Context: an optimization exercise on an open-source flow, tuned for small area and a short achievable clock period. The choices shown serve that exercise and are no tape-out recipe. Only simulation tests tie the RTL to the original design; equivalence was not proved. No activity file was given, so power comes from the tool's default toggle rates.

**flow/design.v**
```verilog
package diffeq_pkg;
    localparam int unsigned DEFAULT_WIDTH = 16;
    localparam logic MODE_ADD = 1'b0;
    localparam logic MODE_SUB = 1'b1;
endpackage
module diffeq_fa (
    input  logic a, b, c,
    output logic s, co
);
    assign s  = a ^ b ^ c;
    assign co = (a & b) | (a & c) | (b & c);
endmodule
module diffeq_ha (
    input  logic a, b,
    output logic s, co
);
    assign s  = a ^ b;
    assign co = a & b;
endmodule
module diffeq_xnor (
    input  logic a, b,
    output logic y
);
    assign y = ~(a ^ b);
endmodule
module multiplier
#(
    parameter int unsigned IN_WIDTH = diffeq_pkg::DEFAULT_WIDTH
) (
    input  logic signed [IN_WIDTH-1:0] in1,
    input  logic signed [IN_WIDTH-1:0] in2,
    output logic signed [IN_WIDTH-1:0] out,
    output logic                       ovf
);
    logic [15:0] a, b;
    logic [17:0] x, y, p;
    logic [16:1] ta, tb;
    logic        fits17;
    logic s0;
    logic c0;
    logic s1;
    logic c1;
    logic s2;
    logic c2;
    logic s3;
    logic c3;
    logic s4;
    logic c4;
    logic s5;
    logic c5;
    logic s6;
    logic c6;
    logic s7;
    logic c7;
    logic s8;
    logic c8;
    logic s9;
    logic c9;
    logic s10;
    logic c10;
    logic s11;
    logic c11;
    logic s12;
    logic c12;
    logic s13;
    logic c13;
    logic s14;
    logic c14;
    logic s15;
    logic c15;
    logic s16;
    logic c16;
    logic s17;
    logic c17;
    logic s18;
    logic c18;
    logic s19;
    logic c19;
    logic s20;
    logic c20;
    logic s21;
    logic c21;
    logic s22;
    logic c22;
    logic s23;
    logic c23;
    logic s24;
    logic c24;
    logic s25;
    logic c25;
    logic s26;
    logic c26;
    logic s27;
    logic c27;
    logic s28;
    logic c28;
    logic s29;
    logic c29;
    logic s30;
    logic c30;
    logic s31;
    logic c31;
    logic s32;
    logic c32;
    logic s33;
    logic c33;
    logic s34;
    logic c34;
    logic s35;
    logic c35;
    logic s36;
    logic c36;
    logic s37;
    logic c37;
    logic s38;
    logic c38;
    logic s39;
    logic c39;
    logic s40;
    logic c40;
    logic s41;
    logic c41;
    logic s42;
    logic c42;
    logic s43;
    logic c43;
    logic s44;
    logic c44;
    logic s45;
    logic c45;
    logic s46;
    logic c46;
    logic s47;
    logic c47;
    logic s48;
    logic c48;
    logic s49;
    logic c49;
    logic s50;
    logic c50;
    logic s51;
    logic c51;
    logic s52;
    logic c52;
    logic s53;
    logic c53;
    logic s54;
    logic c54;
    logic s55;
    logic c55;
    logic s56;
    logic c56;
    logic s57;
    logic c57;
    logic s58;
    logic c58;
    logic s59;
    logic c59;
    logic s60;
    logic c60;
    logic s61;
    logic c61;
    logic s62;
    logic c62;
    logic s63;
    logic c63;
    logic s64;
    logic c64;
    logic s65;
    logic c65;
    logic s66;
    logic c66;
    logic s67;
    logic c67;
    logic s68;
    logic c68;
    logic s69;
    logic c69;
    logic s70;
    logic c70;
    logic s71;
    logic c71;
    logic s72;
    logic c72;
    logic s73;
    logic c73;
    logic s74;
    logic c74;
    logic s75;
    logic c75;
    logic s76;
    logic c76;
    logic s77;
    logic c77;
    logic s78;
    logic c78;
    logic s79;
    logic c79;
    logic s80;
    logic c80;
    logic s81;
    logic c81;
    logic s82;
    logic c82;
    logic s83;
    logic c83;
    logic s84;
    logic c84;
    logic s85;
    logic c85;
    logic s86;
    logic c86;
    logic s87;
    logic c87;
    logic s88;
    logic c88;
    logic s89;
    logic c89;
    logic s90;
    logic c90;
    logic s91;
    logic c91;
    logic s92;
    logic c92;
    logic s93;
    logic c93;
    logic s94;
    logic c94;
    logic s95;
    logic c95;
    logic s96;
    logic c96;
    logic s97;
    logic c97;
    logic s98;
    logic c98;
    logic s99;
    logic c99;
    logic s100;
    logic c100;
    logic s101;
    logic c101;
    logic s102;
    logic c102;
    logic s103;
    logic c103;
    logic s104;
    logic c104;
    logic s105;
    logic c105;
    logic s106;
    logic c106;
    logic s107;
    logic c107;
    logic s108;
    logic c108;
    logic s109;
    logic c109;
    logic s110;
    logic c110;
    logic s111;
    logic c111;
    logic s112;
    logic c112;
    logic s113;
    logic c113;
    logic s114;
    logic c114;
    logic s115;
    logic c115;
    logic s116;
    logic c116;
    logic s117;
    logic c117;
    logic s118;
    logic c118;
    logic s119;
    logic c119;
    logic s120;
    logic c120;
    logic s121;
    logic c121;
    logic s122;
    logic c122;
    logic s123;
    logic c123;
    logic s124;
    logic c124;
    logic s125;
    logic c125;
    logic s126;
    logic c126;
    logic s127;
    logic c127;
    logic s128;
    logic c128;
    logic s129;
    logic c129;
    logic s130;
    logic c130;
    logic s131;
    logic c131;
    logic s132;
    logic c132;
    logic s133;
    logic c133;
    logic s134;
    logic c134;
    assign a = in1;
    assign b = in2;
    diffeq_xnor u_hx1 (.a(~(a[0] & b[13])), .b(~(a[1] & b[12])), .y(s0));
    assign c0 = ~(a[0] & b[13]) | ~(a[1] & b[12]);
    diffeq_fa u_fa2 (.a(~(a[0] & b[14])), .b(~(a[1] & b[13])), .c(~(a[2] & b[12])), .s(s1), .co(c1));
    diffeq_xnor u_hx3 (.a(~(a[3] & b[11])), .b(~(a[4] & b[10])), .y(s2));
    assign c2 = ~(a[3] & b[11]) | ~(a[4] & b[10]);
    diffeq_fa u_fa4 (.a(~(a[0] & b[15])), .b(~(a[1] & b[14])), .c(~(a[2] & b[13])), .s(s3), .co(c3));
    diffeq_fa u_fa5 (.a(~(a[3] & b[12])), .b(~(a[4] & b[11])), .c(~(a[5] & b[10])), .s(s4), .co(c4));
    diffeq_xnor u_hx6 (.a(~(a[6] & b[9])), .b(~(a[7] & b[8])), .y(s5));
    assign c5 = ~(a[6] & b[9]) | ~(a[7] & b[8]);
    diffeq_fa u_fa7 (.a(~(a[1] & b[15])), .b(~(a[2] & b[14])), .c(~(a[3] & b[13])), .s(s6), .co(c6));
    diffeq_fa u_fa8 (.a(~(a[4] & b[12])), .b(~(a[5] & b[11])), .c(~(a[6] & b[10])), .s(s7), .co(c7));
    diffeq_fa u_fa9 (.a(~(a[7] & b[9])), .b(~(a[8] & b[8])), .c(~(a[9] & b[7])), .s(s8), .co(c8));
    diffeq_xnor u_hx10 (.a(~(a[10] & b[6])), .b(~(a[11] & b[5])), .y(s9));
    assign c9 = ~(a[10] & b[6]) | ~(a[11] & b[5]);
    diffeq_fa u_fa11 (.a(~(a[2] & b[15])), .b(~(a[3] & b[14])), .c(~(a[4] & b[13])), .s(s10), .co(c10));
    diffeq_fa u_fa12 (.a(~(a[5] & b[12])), .b(~(a[6] & b[11])), .c(~(a[7] & b[10])), .s(s11), .co(c11));
    diffeq_fa u_fa13 (.a(~(a[8] & b[9])), .b(~(a[9] & b[8])), .c(~(a[10] & b[7])), .s(s12), .co(c12));
    diffeq_xnor u_hx14 (.a(~(a[11] & b[6])), .b(~(a[12] & b[5])), .y(s13));
    assign c13 = ~(a[11] & b[6]) | ~(a[12] & b[5]);
    diffeq_xnor u_hx15 (.a(~(a[0] & b[9])), .b(~(a[1] & b[8])), .y(s14));
    assign c14 = ~(a[0] & b[9]) | ~(a[1] & b[8]);
    diffeq_fa u_fa16 (.a(~(a[0] & b[10])), .b(~(a[1] & b[9])), .c(~(a[2] & b[8])), .s(s15), .co(c15));
    diffeq_xnor u_hx17 (.a(~(a[3] & b[7])), .b(~(a[4] & b[6])), .y(s16));
    assign c16 = ~(a[3] & b[7]) | ~(a[4] & b[6]);
    diffeq_fa u_fa18 (.a(~(a[0] & b[11])), .b(~(a[1] & b[10])), .c(~(a[2] & b[9])), .s(s17), .co(c17));
    diffeq_fa u_fa19 (.a(~(a[3] & b[8])), .b(~(a[4] & b[7])), .c(~(a[5] & b[6])), .s(s18), .co(c18));
    diffeq_xnor u_hx20 (.a(~(a[6] & b[5])), .b(~(a[7] & b[4])), .y(s19));
    assign c19 = ~(a[6] & b[5]) | ~(a[7] & b[4]);
    diffeq_fa u_fa21 (.a(~(a[0] & b[12])), .b(~(a[1] & b[11])), .c(~(a[2] & b[10])), .s(s20), .co(c20));
    diffeq_fa u_fa22 (.a(~(a[3] & b[9])), .b(~(a[4] & b[8])), .c(~(a[5] & b[7])), .s(s21), .co(c21));
    diffeq_fa u_fa23 (.a(~(a[6] & b[6])), .b(~(a[7] & b[5])), .c(~(a[8] & b[4])), .s(s22), .co(c22));
    diffeq_xnor u_hx24 (.a(~(a[9] & b[3])), .b(~(a[10] & b[2])), .y(s23));
    assign c23 = ~(a[9] & b[3]) | ~(a[10] & b[2]);
    diffeq_fa u_fa25 (.a(~(a[2] & b[11])), .b(~(a[3] & b[10])), .c(~(a[4] & b[9])), .s(s24), .co(c24));
    diffeq_fa u_fa26 (.a(~(a[5] & b[8])), .b(~(a[6] & b[7])), .c(~(a[7] & b[6])), .s(s25), .co(c25));
    diffeq_fa u_fa27 (.a(~(a[8] & b[5])), .b(~(a[9] & b[4])), .c(~(a[10] & b[3])), .s(s26), .co(c26));
    diffeq_fa u_fa28 (.a(~(a[11] & b[2])), .b(~(a[12] & b[1])), .c(~(a[13] & b[0])), .s(s27), .co(c27));
    diffeq_fa u_fa29 (.a(~(a[5] & b[9])), .b(~(a[6] & b[8])), .c(~(a[7] & b[7])), .s(s28), .co(c28));
    diffeq_fa u_fa30 (.a(~(a[8] & b[6])), .b(~(a[9] & b[5])), .c(~(a[10] & b[4])), .s(s29), .co(c29));
    diffeq_fa u_fa31 (.a(~(a[11] & b[3])), .b(~(a[12] & b[2])), .c(~(a[13] & b[1])), .s(s30), .co(c30));
    diffeq_fa u_fa32 (.a(~(a[14] & b[0])), .b(c0), .c(s2), .s(s31), .co(c31));
    diffeq_fa u_fa33 (.a(~(a[8] & b[7])), .b(~(a[9] & b[6])), .c(~(a[10] & b[5])), .s(s32), .co(c32));
    diffeq_fa u_fa34 (.a(~(a[11] & b[4])), .b(~(a[12] & b[3])), .c(~(a[13] & b[2])), .s(s33), .co(c33));
    diffeq_fa u_fa35 (.a(~(a[14] & b[1])), .b(~(a[15] & b[0])), .c(c2), .s(s34), .co(c34));
    diffeq_fa u_fa36 (.a(s5), .b(c1), .c(s3), .s(s35), .co(c35));
    diffeq_fa u_fa37 (.a(~(a[12] & b[4])), .b(~(a[13] & b[3])), .c(~(a[14] & b[2])), .s(s36), .co(c36));
    diffeq_fa u_fa38 (.a(~(a[15] & b[1])), .b((a[15] & b[0])), .c((b[15] & a[0])), .s(s37), .co(c37));
    diffeq_fa u_fa39 (.a(c5), .b(s9), .c(c3), .s(s38), .co(c38));
    diffeq_fa u_fa40 (.a(c4), .b(s6), .c(s7), .s(s39), .co(c39));
    diffeq_fa u_fa41 (.a(~(a[13] & b[4])), .b(~(a[14] & b[3])), .c(~(a[15] & b[2])), .s(s40), .co(c40));
    diffeq_fa u_fa42 (.a((a[15] & b[1])), .b((b[15] & a[1])), .c(c9), .s(s41), .co(c41));
    diffeq_fa u_fa43 (.a(s13), .b(c6), .c(c7), .s(s42), .co(c42));
    diffeq_fa u_fa44 (.a(c8), .b(s10), .c(s11), .s(s43), .co(c43));
    diffeq_xnor u_hx45 (.a(~(a[0] & b[6])), .b(~(a[1] & b[5])), .y(s44));
    assign c44 = ~(a[0] & b[6]) | ~(a[1] & b[5]);
    diffeq_fa u_fa46 (.a(~(a[0] & b[7])), .b(~(a[1] & b[6])), .c(~(a[2] & b[5])), .s(s45), .co(c45));
    diffeq_xnor u_hx47 (.a(~(a[3] & b[4])), .b(~(a[4] & b[3])), .y(s46));
    assign c46 = ~(a[3] & b[4]) | ~(a[4] & b[3]);
    diffeq_fa u_fa48 (.a(~(a[0] & b[8])), .b(~(a[1] & b[7])), .c(~(a[2] & b[6])), .s(s47), .co(c47));
    diffeq_fa u_fa49 (.a(~(a[3] & b[5])), .b(~(a[4] & b[4])), .c(~(a[5] & b[3])), .s(s48), .co(c48));
    diffeq_xnor u_hx50 (.a(~(a[6] & b[2])), .b(~(a[7] & b[1])), .y(s49));
    assign c49 = ~(a[6] & b[2]) | ~(a[7] & b[1]);
    diffeq_fa u_fa51 (.a(~(a[2] & b[7])), .b(~(a[3] & b[6])), .c(~(a[4] & b[5])), .s(s50), .co(c50));
    diffeq_fa u_fa52 (.a(~(a[5] & b[4])), .b(~(a[6] & b[3])), .c(~(a[7] & b[2])), .s(s51), .co(c51));
    diffeq_fa u_fa53 (.a(~(a[8] & b[1])), .b(~(a[9] & b[0])), .c(s14), .s(s52), .co(c52));
    diffeq_fa u_fa54 (.a(~(a[5] & b[5])), .b(~(a[6] & b[4])), .c(~(a[7] & b[3])), .s(s53), .co(c53));
    diffeq_fa u_fa55 (.a(~(a[8] & b[2])), .b(~(a[9] & b[1])), .c(~(a[10] & b[0])), .s(s54), .co(c54));
    diffeq_fa u_fa56 (.a(c14), .b(s16), .c(s15), .s(s55), .co(c55));
    diffeq_fa u_fa57 (.a(~(a[8] & b[3])), .b(~(a[9] & b[2])), .c(~(a[10] & b[1])), .s(s56), .co(c56));
    diffeq_fa u_fa58 (.a(~(a[11] & b[0])), .b(c16), .c(s19), .s(s57), .co(c57));
    diffeq_fa u_fa59 (.a(c15), .b(s17), .c(s18), .s(s58), .co(c58));
    diffeq_fa u_fa60 (.a(~(a[11] & b[1])), .b(~(a[12] & b[0])), .c(c19), .s(s59), .co(c59));
    diffeq_fa u_fa61 (.a(s23), .b(c17), .c(c18), .s(s60), .co(c60));
    diffeq_fa u_fa62 (.a(s20), .b(s21), .c(s22), .s(s61), .co(c61));
    diffeq_fa u_fa63 (.a(c23), .b(s0), .c(c20), .s(s62), .co(c62));
    diffeq_fa u_fa64 (.a(c21), .b(c22), .c(s24), .s(s63), .co(c63));
    diffeq_fa u_fa65 (.a(s25), .b(s26), .c(s27), .s(s64), .co(c64));
    diffeq_fa u_fa66 (.a(c24), .b(c25), .c(c26), .s(s65), .co(c65));
    diffeq_fa u_fa67 (.a(c27), .b(s28), .c(s29), .s(s66), .co(c66));
    diffeq_fa u_fa68 (.a(s30), .b(s1), .c(s31), .s(s67), .co(c67));
    diffeq_fa u_fa69 (.a(c28), .b(c29), .c(c30), .s(s68), .co(c68));
    diffeq_fa u_fa70 (.a(s32), .b(s33), .c(s4), .s(s69), .co(c69));
    diffeq_fa u_fa71 (.a(c31), .b(s34), .c(s35), .s(s70), .co(c70));
    diffeq_fa u_fa72 (.a(c32), .b(c33), .c(s36), .s(s71), .co(c71));
    diffeq_fa u_fa73 (.a(s37), .b(s8), .c(c34), .s(s72), .co(c72));
    diffeq_fa u_fa74 (.a(c35), .b(s38), .c(s39), .s(s73), .co(c73));
    diffeq_fa u_fa75 (.a(c36), .b(c37), .c(s40), .s(s74), .co(c74));
    diffeq_fa u_fa76 (.a(s12), .b(s41), .c(c38), .s(s75), .co(c75));
    diffeq_fa u_fa77 (.a(c39), .b(s42), .c(s43), .s(s76), .co(c76));
    diffeq_xnor u_hx78 (.a(~(a[0] & b[4])), .b(~(a[1] & b[3])), .y(s77));
    assign c77 = ~(a[0] & b[4]) | ~(a[1] & b[3]);
    diffeq_fa u_fa79 (.a(~(a[0] & b[5])), .b(~(a[1] & b[4])), .c(~(a[2] & b[3])), .s(s78), .co(c78));
    diffeq_xnor u_hx80 (.a(~(a[3] & b[2])), .b(~(a[4] & b[1])), .y(s79));
    assign c79 = ~(a[3] & b[2]) | ~(a[4] & b[1]);
    diffeq_fa u_fa81 (.a(~(a[2] & b[4])), .b(~(a[3] & b[3])), .c(~(a[4] & b[2])), .s(s80), .co(c80));
    diffeq_fa u_fa82 (.a(~(a[5] & b[1])), .b(~(a[6] & b[0])), .c(s44), .s(s81), .co(c81));
    diffeq_fa u_fa83 (.a(~(a[5] & b[2])), .b(~(a[6] & b[1])), .c(~(a[7] & b[0])), .s(s82), .co(c82));
    diffeq_fa u_fa84 (.a(c44), .b(s46), .c(s45), .s(s83), .co(c83));
    diffeq_fa u_fa85 (.a(~(a[8] & b[0])), .b(c46), .c(s49), .s(s84), .co(c84));
    diffeq_fa u_fa86 (.a(c45), .b(s47), .c(s48), .s(s85), .co(c85));
    diffeq_fa u_fa87 (.a(c49), .b(c47), .c(c48), .s(s86), .co(c86));
    diffeq_fa u_fa88 (.a(s50), .b(s51), .c(s52), .s(s87), .co(c87));
    diffeq_fa u_fa89 (.a(c50), .b(c51), .c(s53), .s(s88), .co(c88));
    diffeq_fa u_fa90 (.a(s54), .b(c52), .c(s55), .s(s89), .co(c89));
    diffeq_fa u_fa91 (.a(c53), .b(c54), .c(s56), .s(s90), .co(c90));
    diffeq_fa u_fa92 (.a(s57), .b(c55), .c(s58), .s(s91), .co(c91));
    diffeq_fa u_fa93 (.a(c56), .b(c57), .c(s59), .s(s92), .co(c92));
    diffeq_fa u_fa94 (.a(c58), .b(s60), .c(s61), .s(s93), .co(c93));
    diffeq_fa u_fa95 (.a(c59), .b(c60), .c(c61), .s(s94), .co(c94));
    diffeq_fa u_fa96 (.a(s62), .b(s63), .c(s64), .s(s95), .co(c95));
    diffeq_fa u_fa97 (.a(c62), .b(c63), .c(c64), .s(s96), .co(c96));
    diffeq_fa u_fa98 (.a(s65), .b(s66), .c(s67), .s(s97), .co(c97));
    diffeq_fa u_fa99 (.a(c65), .b(c66), .c(s68), .s(s98), .co(c98));
    diffeq_fa u_fa100 (.a(s69), .b(c67), .c(s70), .s(s99), .co(c99));
    diffeq_fa u_fa101 (.a(c68), .b(c69), .c(s71), .s(s100), .co(c100));
    diffeq_fa u_fa102 (.a(s72), .b(c70), .c(s73), .s(s101), .co(c101));
    diffeq_fa u_fa103 (.a(c71), .b(s74), .c(c72), .s(s102), .co(c102));
    diffeq_fa u_fa104 (.a(s75), .b(c73), .c(s76), .s(s103), .co(c103));
    diffeq_xnor u_hx105 (.a(~(a[0] & b[3])), .b(~(a[1] & b[2])), .y(s104));
    assign c104 = ~(a[0] & b[3]) | ~(a[1] & b[2]);
    diffeq_fa u_fa106 (.a(~(a[2] & b[2])), .b(~(a[3] & b[1])), .c(~(a[4] & b[0])), .s(s105), .co(c105));
    diffeq_fa u_fa107 (.a(~(a[5] & b[0])), .b(c77), .c(s79), .s(s106), .co(c106));
    diffeq_fa u_fa108 (.a(c79), .b(c78), .c(s80), .s(s107), .co(c107));
    diffeq_fa u_fa109 (.a(c80), .b(s82), .c(c81), .s(s108), .co(c108));
    diffeq_fa u_fa110 (.a(c82), .b(s84), .c(c83), .s(s109), .co(c109));
    diffeq_fa u_fa111 (.a(c84), .b(c85), .c(s86), .s(s110), .co(c110));
    diffeq_fa u_fa112 (.a(c86), .b(s88), .c(c87), .s(s111), .co(c111));
    diffeq_fa u_fa113 (.a(c88), .b(s90), .c(c89), .s(s112), .co(c112));
    diffeq_fa u_fa114 (.a(c90), .b(s92), .c(c91), .s(s113), .co(c113));
    diffeq_fa u_fa115 (.a(c92), .b(c93), .c(s94), .s(s114), .co(c114));
    diffeq_fa u_fa116 (.a(c94), .b(c95), .c(s96), .s(s115), .co(c115));
    diffeq_fa u_fa117 (.a(c96), .b(s98), .c(c97), .s(s116), .co(c116));
    diffeq_fa u_fa118 (.a(c98), .b(s100), .c(c99), .s(s117), .co(c117));
    diffeq_fa u_fa119 (.a(c100), .b(s102), .c(c101), .s(s118), .co(c118));
    diffeq_xnor u_hx120 (.a(~(a[0] & b[2])), .b(~(a[1] & b[1])), .y(s119));
    assign c119 = ~(a[0] & b[2]) | ~(a[1] & b[1]);
    diffeq_fa u_fa121 (.a(~(a[2] & b[1])), .b(~(a[3] & b[0])), .c(s104), .s(s120), .co(c120));
    diffeq_fa u_fa122 (.a(c104), .b(s77), .c(s105), .s(s121), .co(c121));
    diffeq_fa u_fa123 (.a(c105), .b(s78), .c(s106), .s(s122), .co(c122));
    diffeq_fa u_fa124 (.a(c106), .b(s81), .c(s107), .s(s123), .co(c123));
    diffeq_fa u_fa125 (.a(c107), .b(s83), .c(s108), .s(s124), .co(c124));
    diffeq_fa u_fa126 (.a(s85), .b(c108), .c(s109), .s(s125), .co(c125));
    diffeq_fa u_fa127 (.a(s87), .b(c109), .c(s110), .s(s126), .co(c126));
    diffeq_fa u_fa128 (.a(c110), .b(s89), .c(s111), .s(s127), .co(c127));
    diffeq_fa u_fa129 (.a(s91), .b(c111), .c(s112), .s(s128), .co(c128));
    diffeq_fa u_fa130 (.a(s93), .b(c112), .c(s113), .s(s129), .co(c129));
    diffeq_fa u_fa131 (.a(s95), .b(c113), .c(s114), .s(s130), .co(c130));
    diffeq_fa u_fa132 (.a(s97), .b(c114), .c(s115), .s(s131), .co(c131));
    diffeq_fa u_fa133 (.a(c115), .b(s99), .c(s116), .s(s132), .co(c132));
    diffeq_fa u_fa134 (.a(s101), .b(c116), .c(s117), .s(s133), .co(c133));
    diffeq_fa u_fa135 (.a(s103), .b(c117), .c(s118), .s(s134), .co(c134));
    assign x = {c133, c132, c131, c130, c129, c128, c127, c126, c125, c124, c123, c122, c121, c120, c119, s119, ~(a[0] & b[1]), ~(a[0] & b[0])};
    assign y = {s134, s133, s132, s131, s130, s129, s128, s127, s126, s125, s124, s123, s122, s121, s120, ~(a[2] & b[0]), ~(a[1] & b[0]), 1'b1};
    assign p = ~(x + y + 18'd1) ^ 18'h20000;
    assign out = p[15:0];
    assign ta[16] = 1'b1;
    assign tb[16] = 1'b1;
    genvar k;
    for (k = 1; k < 16; k++) begin : g_fit
        assign ta[k] = ta[k+1] & (a[k-1] == a[15]);
        assign tb[k] = tb[k+1] & (b[k-1] == b[15]);
    end
    assign fits17 = ta[3] | tb[3] | (ta[4] & tb[15]) | (ta[5] & tb[14]) | (ta[6] & tb[13]) | (ta[7] & tb[12]) | (ta[8] & tb[11]) | (ta[9] & tb[10]) | (ta[10] & tb[9]) | (ta[11] & tb[8]) | (ta[12] & tb[7]) | (ta[13] & tb[6]) | (ta[14] & tb[5]) | (ta[15] & tb[4]);
    assign ovf = !fits17 || !((&p[17:15]) || !(|p[17:15]));
endmodule
module adder_subtractor
#(
    parameter int unsigned WIDTH = diffeq_pkg::DEFAULT_WIDTH
) (
    input  logic signed [WIDTH-1:0] in1,
    input  logic signed [WIDTH-1:0] in2,
    input  logic                    mode,
    output logic signed [WIDTH-1:0] out,
    output logic                    ovf
);
    logic sign1;
    logic sign2_eff;
    logic sign_out;
    assign out       = (mode == diffeq_pkg::MODE_SUB) ? (in1 - in2) : (in1 + in2);
    assign sign1     = in1[WIDTH-1];
    assign sign2_eff = (mode == diffeq_pkg::MODE_SUB) ? ~in2[WIDTH-1] : in2[WIDTH-1];
    assign sign_out  = out[WIDTH-1];
    assign ovf       = (sign1 == sign2_eff) && (sign_out != sign1);
endmodule
module diffeq_fu_core
#(
    parameter int unsigned WIDTH = diffeq_pkg::DEFAULT_WIDTH
) (
    input  logic                    clk,
    input  logic                    reset,
    input  logic                    en,
    input  logic signed [WIDTH-1:0] v1,
    input  logic signed [WIDTH-1:0] v2,
    input  logic signed [WIDTH-1:0] v3,
    input  logic signed [WIDTH-1:0] v4,
    input  logic signed [WIDTH-1:0] v5,
    input  logic signed [WIDTH-1:0] v6,
    input  logic                    mode,
    output logic signed [WIDTH-1:0] w1,
    output logic signed [WIDTH-1:0] w2,
    output logic signed [WIDTH-1:0] w3,
    output logic signed [WIDTH-1:0] r1,
    output logic signed [WIDTH-1:0] r2,
    output logic signed [WIDTH-1:0] r3,
    output logic                    ovf1,
    output logic                    ovf2,
    output logic                    ovf3,
    output logic                    valid
);
    logic m1_ovf, m2_ovf, a1_ovf;
    logic signed [WIDTH-1:0] r1_d, r1_q;
    logic signed [WIDTH-1:0] r2_d, r2_q;
    logic signed [WIDTH-1:0] r3_d, r3_q;
    logic                    ovf1_d, ovf1_q;
    logic                    ovf2_d, ovf2_q;
    logic                    ovf3_d, ovf3_q;
    logic                    valid_d, valid_q;
    multiplier #(.IN_WIDTH(WIDTH)) u_m1 (
        .in1 (v1),
        .in2 (v2),
        .out (w1),
        .ovf (m1_ovf)
    );
    multiplier #(.IN_WIDTH(WIDTH)) u_m2 (
        .in1 (v3),
        .in2 (v4),
        .out (w2),
        .ovf (m2_ovf)
    );
    adder_subtractor #(.WIDTH(WIDTH)) u_a1 (
        .in1  (v5),
        .in2  (v6),
        .mode (mode),
        .out  (w3),
        .ovf  (a1_ovf)
    );
    always_comb begin
        r1_d    = r1_q;
        r2_d    = r2_q;
        r3_d    = r3_q;
        ovf1_d  = ovf1_q;
        ovf2_d  = ovf2_q;
        ovf3_d  = ovf3_q;
        valid_d = 1'b0;
        if (en) begin
            r1_d    = w1;
            r2_d    = w2;
            r3_d    = w3;
            ovf1_d  = m1_ovf;
            ovf2_d  = m2_ovf;
            ovf3_d  = a1_ovf;
            valid_d = 1'b1;
        end
    end
    always_ff @(posedge clk or posedge reset) begin
        if (reset) begin
            r1_q    <= '0;
            r2_q    <= '0;
            r3_q    <= '0;
            ovf1_q  <= 1'b0;
            ovf2_q  <= 1'b0;
            ovf3_q  <= 1'b0;
            valid_q <= 1'b0;
        end else begin
            r1_q    <= r1_d;
            r2_q    <= r2_d;
            r3_q    <= r3_d;
            ovf1_q  <= ovf1_d;
            ovf2_q  <= ovf2_d;
            ovf3_q  <= ovf3_d;
            valid_q <= valid_d;
        end
    end
    assign r1    = r1_q;
    assign r2    = r2_q;
    assign r3    = r3_q;
    assign ovf1  = ovf1_q;
    assign ovf2  = ovf2_q;
    assign ovf3  = ovf3_q;
    assign valid = valid_q;
endmodule
```
**flow/flow/run.sh**
```bash
#!/bin/bash
# The standard layout (standard.sh) with two changes:
#  - the port buffers are the smallest buffer cell, sky130_fd_sc_hd__buf_1;
#  - before floorplanning, flow/downsize.tcl gives each combinational cell its smallest
#    drive strength, so that timing repair upsizes only the cells that need it.
export BUFFER_PORTS_ARGS="-buffer_cell sky130_fd_sc_hd__buf_1"
export PRE_FLOORPLAN_TCL="$PWD/flow/downsize.tcl"
bash standard.sh > standard_run.log 2>&1
```
**flow/flow/downsize.tcl**
```tcl
# Before floorplanning: give every combinational cell the smallest drive strength of its
# function; the timing repair later upsizes only the cells that need it.
set n 0
foreach inst [get_cells *] {
  set m [get_property $inst ref_name]
  if { ![regexp {^(sky130_fd_sc_hd__[a-z0-9]+)_([0-9]+)$} $m -> base sz] } { continue }
  if { [regexp {df|dl|sdf|edf|conb|fa$|ha$|tap|fill|decap|clkbuf|buf$|bufbuf|dly|clkinv} $base] } { continue }
  set best $m
  set best_area [get_property [get_lib_cells */$m] area]
  foreach alt [get_lib_cells */${base}_*] {
    set an [get_name $alt]
    if { ![regexp "^${base}_\[0-9\]+\$" $an] } { continue }
    if { [get_property $alt dont_use] } { continue }
    set a [get_property $alt area]
    if { $a < $best_area } { set best $an; set best_area $a }
  }
  if { $best ne $m } {
    replace_cell $inst $best
    incr n
  }
}
puts "downsize.tcl: resized $n instances to their smallest drive"
```
**flow/standard.sh**
```bash
#!/bin/bash
# synth_recipe.tcl (not shown) runs the flow's synth.tcl, then flattens the netlist and writes it again
# the make line also repeats each setting of config.mk as NAME=value (left out here)
make -C /OpenROAD-flow-scripts/flow DESIGN_CONFIG=/design/flow/config.mk WORK_HOME=/design/flow/orfs CLKGATE_MAP_FILE= SYNTH_SCRIPT=/design/flow/synth_recipe.tcl "${@:-finish}"
```
**flow/config.mk**
```make
export PLATFORM = sky130hd
export DESIGN_NAME = diffeq_fu_core
export DESIGN_NICKNAME = diffeq_fu_core
export VERILOG_FILES = /design/flow/design.v
export SDC_FILE = /design/flow/constraint.sdc
export NUM_CORES = 4
export LEC_CHECK = 0
export CAP_MARGIN = 20
export CORE_MARGIN = 2
export CORE_UTILIZATION = 40
export SETUP_SLACK_MARGIN = 1.6
export SLEW_MARGIN = 20
export SYNTH_HIERARCHICAL = 1
export SYNTH_MINIMUM_KEEP_SIZE = 0
```
**flow/constraint.sdc**
```tcl
create_clock -name core_clock -period 10.0 [get_ports {clk}]
set_input_delay 2.0000 -clock core_clock [delete_from_list [all_inputs] [get_ports {clk}]]
set_output_delay 2.0000 -clock core_clock [all_outputs]
set_load 0.01 [all_outputs]
```
==> results.cfg <==
[floorplan]
die_h_um = 179
pin_count = 200
die_w_um = 179
die_area_um2 = 32000
initial_core_util_pct = 40.4
num_rows = 64
coreArea_um2 = 30300

[timing]
tightestPinTransition_ns = 0.851
setup_tns_ns = 0
slew_viol_final = 0
setup_viol = 0
fin_crit_ns = 8.28
slew_headroom_pct = 43.3
max_freq_ghz = 0.121
finalClockSkew_ns = 0
finalWorstSetupSlack_ns = 1.72
finalCritPeriodShare_pct = 82.8
finalHoldViolCount = 0
rsz0062_at_grt = true

[power_and_ir_drop]
vdd_drop_max_uv = 343
p_sw_share_pct = 54.2
p_seq_share_pct = 7.3
power_switching_w = 0.00256
p_int_w = 0.00217
power_frac_comb_pct = 89.0
p_leak_nw = 5.11
power_density_nw_per_um2 = 345
pwr-share-clk_pct = 3.7

[cells_and_area]
regArea_um2 = 1300
final_common_cell = nand2_1
fin_cells = 1862
antenna_cells = 0
drive_gt1_share_pct = 8.32
final_cell_mix = nand2_1, fa_1, buf_1, xnor2_1, a21oi_1
fillCellCount = 2989
multi_input_area_um2 = 10500
finalNetCount = 1854

[route]
wl_per_cell_um = 19.2
num_vias = 10222
route.antenna.remaining_nets = 0
routed_via_density = 5.49
drc = 0
drt_pass1_iterations = 5
drt-total-wl_mm = 35.8
drt_iter0_markers = 632

[clocking]
cts_htree_levels = 2
cts_tree = yes
clk_pin_slew_worst_paths_ns = 0.07
worstSkewPairLatency_ns = 0.28
clockBufferDepth = 2
clockRootBuffer = clkbuf_16
clkSinkCount = 52
numCtsBuffers = 5

[place]
hpwl_mm = 27.5
gp_congestion = 0.856
dp_slack_ns = 1.03
dp_cells = 1845
numPortBuffers = 199

[run_status]
status = finished clean

[synth]
netlist_instances = 1329
yosys_warnings = 7
syn-num-nets = 1718

[critical_path]
arrival_ns = 6.28
cp-end-kind = primary output
startpoint_type = primary input
critical_path.max_fanout = 8
criticalPathCategory = in -> out
cp.required_ns = 8.00

[global_route]
overflow = 0
antenna_found_initial = 0
grt_pass1_vias = 10437
groute.usage.overall_pct = 22.5
grt_start_max_net_pins = 53
grt_pass1_wl_mm = 56.1

[job]
max_cap_viol_count = 0

[worst_hold_path]
hp-class = reg -> reg
final cells by class:
cell class	count	share of cell area [%]
multi-input cells	1146	76.6
clock buffers	5	0.911
repair buffers	231	8.46
clock inverters	3	0.137
well taps	396	3.61
inverters	29	0.793
flip-flops and latches	52	9.48
state kept, by name (all words and copies together) (netlist names):
signal and count:
r1_q 16, r2_q 16, r3_q 16, ovf1_q 1, ovf2_q 1, ovf3_q 1
valid_q 1
per-layer routing:
layer | vias to the layer above | GRT usage, % | routed length (um)
met5 | - | 0 | 0
met4 | 0 | 4.95 | 631
met3 | 45 | 1.99 | 2410
met2 | 424 | 36.9 | 16700
met1 | 5105 | 32.3 | 16100
li1 | 4648 | - | -
metrics by stage:
stage	total power, W	hold slack, ns	util (%)	area (um2)
2_1_floorplan	0.00318	0.529	-	12200
3_3_place_gp	0.00426	0.465	43.5	13200
3_5_place_dp	0.00430	0.473	43.5	13200
4_1_cts	0.00453	0.490	44.3	13400
5_1_grt	0.00524	0.496	45.2	13700
6_report	0.00473	0.484	45.2	13700
power by group through the flow:
stage	registers, W	logic, W	clock network (W)
floorplan	0.000386	0.00279	0
global placement	0.000348	0.00391	0
detailed placement	0.000351	0.00395	0
CTS	0.000346	0.00400	0.000181
global route	0.000355	0.00470	0.000190
finish	0.000346	0.00421	0.000174
critical path: stages:
cell     delay [ns]
buf_1          0.39
nand2_1        0.15
fa_1           0.57
fa_1           0.43
fa_1           0.39
fa_1           0.47
fa_1           0.58
ha_4           0.24
and3_1         0.20
and2_1         0.17
o211a_1        0.13
a311o_1        0.38
buf_1          0.16
timing repair:
item                                   in CTS  in global routing
setup endpoints to repair                  10                  9
endpoints found under the hold margin       0                  0
resized for setup                          75                 73
hold buffers                                0                  0
setup buffers                               1                  8
pin swaps                                   0                  5
path summary, 6_finish.rpt:
kind | startpoint | endpoint | slack (ns) | cells past startpoint
max in group asynchronous | reset | ovf1_q | 7.65 | 3
max reg2reg | r1_q[1] | r1_q[1] | 9.18 | 1
min in group asynchronous | reset | r2_q[6] | 1.86 | 3
max | v1[14] | w1[15] | 1.72 | 13
min | r3_q[5] | r3_q[5] | 0.48 | 1
min reg2reg | r3_q[5] | r3_q[5] | 0.48 | 1

re-timing with driven ports:
No port has a modelled driver above. Below, the same layout with a new extraction and two added sets of constraints. Step 1 (the two cells are an assumption about what drives the block):
set clk [get_ports {clk}]
set_driving_cell -lib_cell sky130_fd_sc_hd__clkbuf_16 $clk
set_driving_cell -lib_cell sky130_fd_sc_hd__buf_2 [delete_from_list [all_inputs] $clk]
Step 2 adds t to the input delays and takes it off the output delays; t is the mean of the earliest and latest rising clock arrival at the registers after step 1. Input paths then give back, and output paths get back, about the clock's delay inside the block. Three values: no drivers, after step 1, after step 2; two values: the first two.
t (ns): 0.333
setup slack, ns: 1.719 / 1.689 / 1.689
hold WS [ns]: 0.484 / 0.484 / 0.484
After both steps setup and hold are still met in this run. The setup slack of this run moves by -0.030 ns with the drivers and by -0.030 ns with both steps.
